From an optimization exercise on the open Yosys and OpenROAD flow, aimed at small area, a short achievable clock period and few clock cycles; shortcuts taken in it are not production practice. Where RTL was checked, it was by simulation tests only, not by an equivalence proof against the original. Power is estimated from default activity; no workload was simulated.

Setup of rev 12:
==> module signed_gadget_decompose, before the edit <==
module signed_gadget_decompose (
	input  logic        clk,
	input  logic        arst_n,
	input  logic        cfg_valid,
	output logic        cfg_ready,
	input  logic [3:0]  cfg_index,
	input  logic [7:0]  cfg_data,
	input  logic        coef_valid,
	output logic        coef_ready,
	input  logic [31:0] coef_coefficient,
	output logic        result_valid,
	input  logic        result_ready,
	output logic signed [15:0] result_digit,
	output logic [2:0]  result_level_index,
	output logic        result_last
);
	logic [3:0]  bm1_q;     
	logic [2:0]  nm1_q;     
	logic [3:0]  bm1x_q;
	logic [2:0]  nm1x_q;
	localparam logic [3:0] BM1_RST = 4'd9;
	localparam logic [2:0] NM1_RST = 3'd1;
	logic        nz_q;      
	logic [31:0] x_q;       
	logic        valid_q;
	logic [2:0]  idx_q;
	logic        zero_q;    
	logic [31:0] kofs;
	logic        last;
	logic        take;
	logic        adv;
	logic        zero_next;
	logic        sgn;
	logic [47:0] wide;
	assign cfg_ready = 1'b1;
	assign bm1_q     = bm1x_q ^ BM1_RST;
	assign nm1_q     = nm1x_q ^ NM1_RST;
	always_ff @(posedge clk or negedge arst_n) begin
		if (!arst_n) begin
			bm1x_q <= 4'd0;
			nm1x_q <= 3'd0;
			nz_q  <= 1'b0;
		end else if (cfg_valid) begin
			if (cfg_index == sgd_pkg::REG_DIGIT_BITS) begin
				if (cfg_data[4:0] == 5'd0)
					bm1x_q <= BM1_RST ^ 4'd0;
				else if (cfg_data[4:0] > 5'd16)
					bm1x_q <= BM1_RST ^ 4'd15;
				else
					bm1x_q <= BM1_RST ^ 4'(cfg_data[4:0] - 5'd1);
			end else if (cfg_index == sgd_pkg::REG_LEVELS) begin
				nz_q  <= (cfg_data[3:0] == 4'd0);
				nm1x_q <= NM1_RST ^ ((cfg_data[3:0] > 4'd8) ? 3'd7 : 3'(cfg_data[3:0] - 4'd1));
			end
		end
	end
	always_comb begin
		kofs = '0;
		for (int bv = 1; bv <= 16; bv++) begin
			for (int i = 0; i <= 8; i++) begin
				if (31 - bv * i >= 0) begin
					if (bm1_q == 4'(bv - 1) && (i == 0 || 3'(i - 1) <= nm1_q))
						kofs[31 - bv * i] = 1'b1;
				end
			end
		end
	end
	always_comb begin
		zero_next = 1'b0;
		for (int bv = 5; bv <= 16; bv++) begin
			if (bm1_q == 4'(bv - 1) && idx_q >= 3'(31 / bv))
				zero_next = 1'b1;
		end
	end
	assign last       = (idx_q == nm1_q);
	assign adv        = valid_q && result_ready;
	assign coef_ready = !valid_q || (result_ready && last);
	assign take       = coef_valid && coef_ready;
	assign sgn  = ~x_q[31];
	assign wide = {{16{sgn}}, sgn, x_q[30:0], 1'b0} << bm1_q;
	always_ff @(posedge clk or negedge arst_n) begin
		if (!arst_n) begin
			valid_q <= 1'b0;
			idx_q   <= 3'd0;
		end else if (take) begin
			valid_q <= !nz_q;
			idx_q   <= 3'd0;
		end else if (adv) begin
			if (last)
				valid_q <= 1'b0;
			idx_q <= idx_q + 3'd1;
		end
	end
	always_ff @(posedge clk) begin
		if (take) begin
			x_q    <= coef_coefficient + kofs;
			zero_q <= 1'b0;
		end else if (adv) begin
			x_q    <= wide[31:0];
			zero_q <= zero_next;
		end
	end
	assign result_digit       = zero_q ? 16'sd0 : $signed(wide[47:32]);
	assign result_valid       = valid_q;
	assign result_level_index = idx_q;
	assign result_last        = last;
endmodule
==> flow/config.mk <==
export PLATFORM = sky130hd
export DESIGN_NAME = signed_gadget_decompose
export DESIGN_NICKNAME = signed_gadget_decompose
export VERILOG_FILES = /design/flow/design.v
export SDC_FILE = /design/flow/constraint.sdc
export NUM_CORES = 4
export LEC_CHECK = 0
export ABC_CLOCK_PERIOD_IN_PS = 3500
export CAP_MARGIN = 20
export CORE_MARGIN = 2
export CORE_UTILIZATION = 50
export PLACE_DENSITY = 0.65
export SETUP_SLACK_MARGIN = 3.5
export SLEW_MARGIN = 20
export TNS_END_PERCENT = 20
==> flow/constraint.sdc <==
create_clock -name core_clock -period 7.0 [get_ports {clk}]
set_input_delay 1.4000 -clock core_clock [delete_from_list [all_inputs] [get_ports {clk}]]
set_output_delay 1.4000 -clock core_clock [all_outputs]
set_load 0.01 [all_outputs]
standard.sh (not shown) runs the stock make flow with config.mk's settings and CLKGATE_MAP_FILE= SYNTH_SCRIPT=/design/flow/synth_recipe.tcl, a recipe that flattens the netlist after the stock synthesis.
==> flow/flow/run.sh <==
#!/bin/bash
set -euo pipefail
cd "$(dirname "$0")/.."
export BUFFER_PORTS_ARGS="-buffer_cell sky130_fd_sc_hd__buf_1"
bash standard.sh > standard_make.log 2>&1
Setup changes, rev 12 to rev 13
diff --git a/flow/design.v b/flow/design.v
--- a/flow/design.v
+++ b/flow/design.v
@@ -24,16 +24,12 @@
 	output logic signed [15:0] result_digit,
 	output logic [2:0]  result_level_index,
 	output logic        result_last
 );
 	logic [3:0]  bm1_q;     
 	logic [2:0]  nm1_q;     
-	logic [3:0]  bm1x_q;
-	logic [2:0]  nm1x_q;
-	localparam logic [3:0] BM1_RST = 4'd9;
-	localparam logic [2:0] NM1_RST = 3'd1;
 	logic        nz_q;      
 	logic [31:0] x_q;       
 	logic        valid_q;
 	logic [2:0]  idx_q;
 	logic        zero_q;    
 	logic [31:0] kofs;
@@ -41,30 +37,28 @@
 	logic        take;
 	logic        adv;
 	logic        zero_next;
 	logic        sgn;
 	logic [47:0] wide;
 	assign cfg_ready = 1'b1;
-	assign bm1_q     = bm1x_q ^ BM1_RST;
-	assign nm1_q     = nm1x_q ^ NM1_RST;
 	always_ff @(posedge clk or negedge arst_n) begin
 		if (!arst_n) begin
-			bm1x_q <= 4'd0;
-			nm1x_q <= 3'd0;
+			bm1_q <= 4'd9;
+			nm1_q <= 3'd1;
 			nz_q  <= 1'b0;
 		end else if (cfg_valid) begin
 			if (cfg_index == sgd_pkg::REG_DIGIT_BITS) begin
 				if (cfg_data[4:0] == 5'd0)
-					bm1x_q <= BM1_RST ^ 4'd0;
+					bm1_q <= 4'd0;
 				else if (cfg_data[4:0] > 5'd16)
-					bm1x_q <= BM1_RST ^ 4'd15;
+					bm1_q <= 4'd15;
 				else
-					bm1x_q <= BM1_RST ^ 4'(cfg_data[4:0] - 5'd1);
+					bm1_q <= 4'(cfg_data[4:0] - 5'd1);
 			end else if (cfg_index == sgd_pkg::REG_LEVELS) begin
 				nz_q  <= (cfg_data[3:0] == 4'd0);
-				nm1x_q <= NM1_RST ^ ((cfg_data[3:0] > 4'd8) ? 3'd7 : 3'(cfg_data[3:0] - 4'd1));
+				nm1_q <= (cfg_data[3:0] > 4'd8) ? 3'd7 : 3'(cfg_data[3:0] - 4'd1);
 			end
 		end
 	end
 	always_comb begin
 		kofs = '0;
 		for (int bv = 1; bv <= 16; bv++) begin
Results
Final worst setup slack, rev 12 and rev 13: smaller value in rev 12. Relative to rev 12, the routed wire length on met2 of rev 13 is lower by 170 um. Rev 13 vs. rev 12: global routing met1 resource utilization went down by 1.6 points. Going from rev 12 to rev 13, wire length shrank by a few percent. Note that the maximum ir drop on the vdd rail recorded for rev 12 amounts to 0.49 times the value seen in rev 13.
Testbench counts of rev 13, summed over its fixed seeds: cycles 12,728.
Function not checked in rev 12: the RTL went through the layout flow alone.

The RTL this note starts from:
==> flow/design.v <==
package sgd_pkg;
	localparam int COEF_W     = 32;
	localparam int DIGIT_W    = 16;
	localparam int LIDX_W     = 3;
	localparam int BITS_W     = 5;
	localparam int LEVELS_W   = 4;
	localparam int CFG_IDX_W  = 4;
	localparam int CFG_DATA_W = 8;
	localparam logic [CFG_IDX_W-1:0] REG_DIGIT_BITS = 4'd0;
	localparam logic [CFG_IDX_W-1:0] REG_LEVELS     = 4'd1;
endpackage
module signed_gadget_decompose (
	input  logic        clk,
	input  logic        arst_n,
	input  logic        cfg_valid,
	output logic        cfg_ready,
	input  logic [3:0]  cfg_index,
	input  logic [7:0]  cfg_data,
	input  logic        coef_valid,
	output logic        coef_ready,
	input  logic [31:0] coef_coefficient,
	output logic        result_valid,
	input  logic        result_ready,
	output logic signed [15:0] result_digit,
	output logic [2:0]  result_level_index,
	output logic        result_last
);
	logic [3:0]  bm1_q;     
	logic [2:0]  nm1_q;     
	logic [3:0]  bm1x_q;
	logic [2:0]  nm1x_q;
	localparam logic [3:0] BM1_RST = 4'd9;
	localparam logic [2:0] NM1_RST = 3'd1;
	logic        nz_q;      
	logic [31:0] x_q;       
	logic        valid_q;
	logic [2:0]  idx_q;
	logic [31:0] kofs;
	logic        last;
	logic        take;
	logic        adv;
	logic        zero_next;
	logic        sgn;
	logic [47:0] wide;
	logic [31:0] sum;
	assign cfg_ready = 1'b1;
	assign bm1_q     = bm1x_q ^ BM1_RST;
	assign nm1_q     = nm1x_q ^ NM1_RST;
	always_ff @(posedge clk or negedge arst_n) begin
		if (!arst_n) begin
			bm1x_q <= 4'd0;
			nm1x_q <= 3'd0;
			nz_q  <= 1'b0;
		end else if (cfg_valid) begin
			if (cfg_index == sgd_pkg::REG_DIGIT_BITS) begin
				if (cfg_data[4:0] == 5'd0)
					bm1x_q <= BM1_RST ^ 4'd0;
				else if (cfg_data[4:0] > 5'd16)
					bm1x_q <= BM1_RST ^ 4'd15;
				else
					bm1x_q <= BM1_RST ^ 4'(cfg_data[4:0] - 5'd1);
			end else if (cfg_index == sgd_pkg::REG_LEVELS) begin
				nz_q  <= (cfg_data[3:0] == 4'd0);
				nm1x_q <= NM1_RST ^ ((cfg_data[3:0] > 4'd8) ? 3'd7 : 3'(cfg_data[3:0] - 4'd1));
			end
		end
	end
	always_comb begin
		kofs = '0;
		for (int bv = 1; bv <= 16; bv++) begin
			for (int i = 0; i <= 8; i++) begin
				if (31 - bv * i >= 0) begin
					if (bm1_q == 4'(bv - 1) && (i == 0 || 3'(i - 1) <= nm1_q))
						kofs[31 - bv * i] = 1'b1;
				end
			end
		end
	end
	always_comb begin
		zero_next = 1'b0;
		for (int bv = 5; bv <= 16; bv++) begin
			if (bm1_q == 4'(bv - 1) && idx_q >= 3'(31 / bv))
				zero_next = 1'b1;
		end
	end
	always_comb begin
		logic [31:0] g, pp, gg, pg;
		g  = coef_coefficient & kofs;
		pp = coef_coefficient ^ kofs;
		gg = g;
		pg = pp;
		for (int l = 0; l < 5; l++) begin
			for (int j = 0; j < 32; j++) begin
				if (((j >> l) & 1) == 1) begin
					gg[j] = gg[j] | (pg[j] & gg[((j >> l) << l) - 1]);
					pg[j] = pg[j] & pg[((j >> l) << l) - 1];
				end
			end
		end
		sum[0] = pp[0];
		for (int j = 1; j < 32; j++)
			sum[j] = pp[j] ^ gg[j - 1];
	end
	assign last       = (idx_q == nm1_q);
	assign adv        = valid_q && result_ready;
	assign coef_ready = !valid_q || (result_ready && last);
	assign take       = coef_valid && coef_ready;
	assign sgn  = ~x_q[31];
	assign wide = {{16{sgn}}, sgn, x_q[30:0], 1'b0} << bm1_q;
	always_ff @(posedge clk or negedge arst_n) begin
		if (!arst_n) begin
			valid_q <= 1'b0;
			idx_q   <= 3'd0;
		end else if (take) begin
			valid_q <= !nz_q;
			idx_q   <= 3'd0;
		end else if (adv) begin
			if (last)
				valid_q <= 1'b0;
			idx_q <= idx_q + 3'd1;
		end
	end
	always_ff @(posedge clk) begin
		if (take) begin
			x_q    <= sum;
		end else if (adv) begin
			x_q    <= {wide[31] | zero_next, wide[30:0]};
		end
	end
	assign result_digit       = $signed(wide[47:32]);
	assign result_valid       = valid_q;
	assign result_level_index = idx_q;
	assign result_last        = last;
endmodule
export LEC_CHECK = 0
export ABC_CLOCK_PERIOD_IN_PS = 3500
export CAP_MARGIN = 20
export CORE_MARGIN = 2
export CORE_UTILIZATION = 50
export PLACE_DENSITY = 0.65
export SETUP_SLACK_MARGIN = 3.5
export SLEW_MARGIN = 20
export TNS_END_PERCENT = 0
create_clock -name core_clock -period 7.0 [get_ports {clk}]
Scripts as last shown in full above: flow/flow/run.sh
Next try:
--- a/flow/design.v
+++ b/flow/design.v
@@ -25,45 +25,40 @@
 	output logic [2:0]  result_level_index,
 	output logic        result_last
 );
 	logic [3:0]  bm1_q;     
 	logic [2:0]  nm1_q;     
-	logic [3:0]  bm1x_q;
-	logic [2:0]  nm1x_q;
-	localparam logic [3:0] BM1_RST = 4'd9;
-	localparam logic [2:0] NM1_RST = 3'd1;
 	logic        nz_q;      
 	logic [31:0] x_q;       
 	logic        valid_q;
 	logic [2:0]  idx_q;
+	logic        zero_q;    
 	logic [31:0] kofs;
 	logic        last;
 	logic        take;
 	logic        adv;
 	logic        zero_next;
 	logic        sgn;
 	logic [47:0] wide;
 	logic [31:0] sum;
 	assign cfg_ready = 1'b1;
-	assign bm1_q     = bm1x_q ^ BM1_RST;
-	assign nm1_q     = nm1x_q ^ NM1_RST;
 	always_ff @(posedge clk or negedge arst_n) begin
 		if (!arst_n) begin
-			bm1x_q <= 4'd0;
-			nm1x_q <= 3'd0;
+			bm1_q <= 4'd9;
+			nm1_q <= 3'd1;
 			nz_q  <= 1'b0;
 		end else if (cfg_valid) begin
 			if (cfg_index == sgd_pkg::REG_DIGIT_BITS) begin
 				if (cfg_data[4:0] == 5'd0)
-					bm1x_q <= BM1_RST ^ 4'd0;
+					bm1_q <= 4'd0;
 				else if (cfg_data[4:0] > 5'd16)
-					bm1x_q <= BM1_RST ^ 4'd15;
+					bm1_q <= 4'd15;
 				else
-					bm1x_q <= BM1_RST ^ 4'(cfg_data[4:0] - 5'd1);
+					bm1_q <= 4'(cfg_data[4:0] - 5'd1);
 			end else if (cfg_index == sgd_pkg::REG_LEVELS) begin
 				nz_q  <= (cfg_data[3:0] == 4'd0);
-				nm1x_q <= NM1_RST ^ ((cfg_data[3:0] > 4'd8) ? 3'd7 : 3'(cfg_data[3:0] - 4'd1));
+				nm1_q <= (cfg_data[3:0] > 4'd8) ? 3'd7 : 3'(cfg_data[3:0] - 4'd1);
 			end
 		end
 	end
 	always_comb begin
 		kofs = '0;
@@ -121,14 +116,16 @@
 		end
 	end
 	always_ff @(posedge clk) begin
 		if (take) begin
 			x_q    <= sum;
+			zero_q <= 1'b0;
 		end else if (adv) begin
-			x_q    <= {wide[31] | zero_next, wide[30:0]};
+			x_q    <= wide[31:0];
+			zero_q <= zero_next;
 		end
 	end
-	assign result_digit       = $signed(wide[47:32]);
+	assign result_digit       = zero_q ? 16'sd0 : $signed(wide[47:32]);
 	assign result_valid       = valid_q;
 	assign result_level_index = idx_q;
 	assign result_last        = last;
 endmodule
What happened: Setup slack is worse by 0.037 ns; utilization shrinks by 2.1 points; power came out higher by about 5%; via count fell by 2.5%; maximum frequency fell by 0.99%; synthesized cell count increases by about 0.6%.
Testbench counts after the change, summed over its fixed seeds: cycles 12,728.
Function not checked in the first run of this note: the RTL went through the layout flow alone.

## separate check: timing with driven ports
The results above use ideal ports. As a check the final layouts listed here were re-extracted and re-timed, cells and wires unchanged. Step 1 assumes that a clkbuf_16 drives the clock port and a buf_2 every other input. Step 2 moves the port delays by t, midway between the first and last clock arrival at a register: inputs arrive t later, outputs are due t later. That takes back most of the time a late clock gives input paths. Slacks: no drivers / after step 1 / after step 2; pairs: no drivers / after step 1.
run	t, ns	slack for setup (ns)	latest minus earliest clock arrival (ns)	worst register clock-pin slew, ns
rev 12	0.328	3.358 / 3.322 / 3.385	0.009 / 0.009	0.07 / 0.07
rev 13	0.332	3.487 / 3.450 / 3.281	0.008 / 0.008	0.07 / 0.07
the first run of note 2	0.348	3.321 / 3.321 / 3.073	0.016 / 0.016	0.10 / 0.10
the second run of note 2	0.333	3.284 / 3.255 / 3.261	0.007 / 0.007	0.09 / 0.09
After both steps every run listed still meets setup and hold. For the first run of note 2, which loses most, drivers alone change the setup slack by 0.000 ns; drivers and shift together by -0.248 ns.
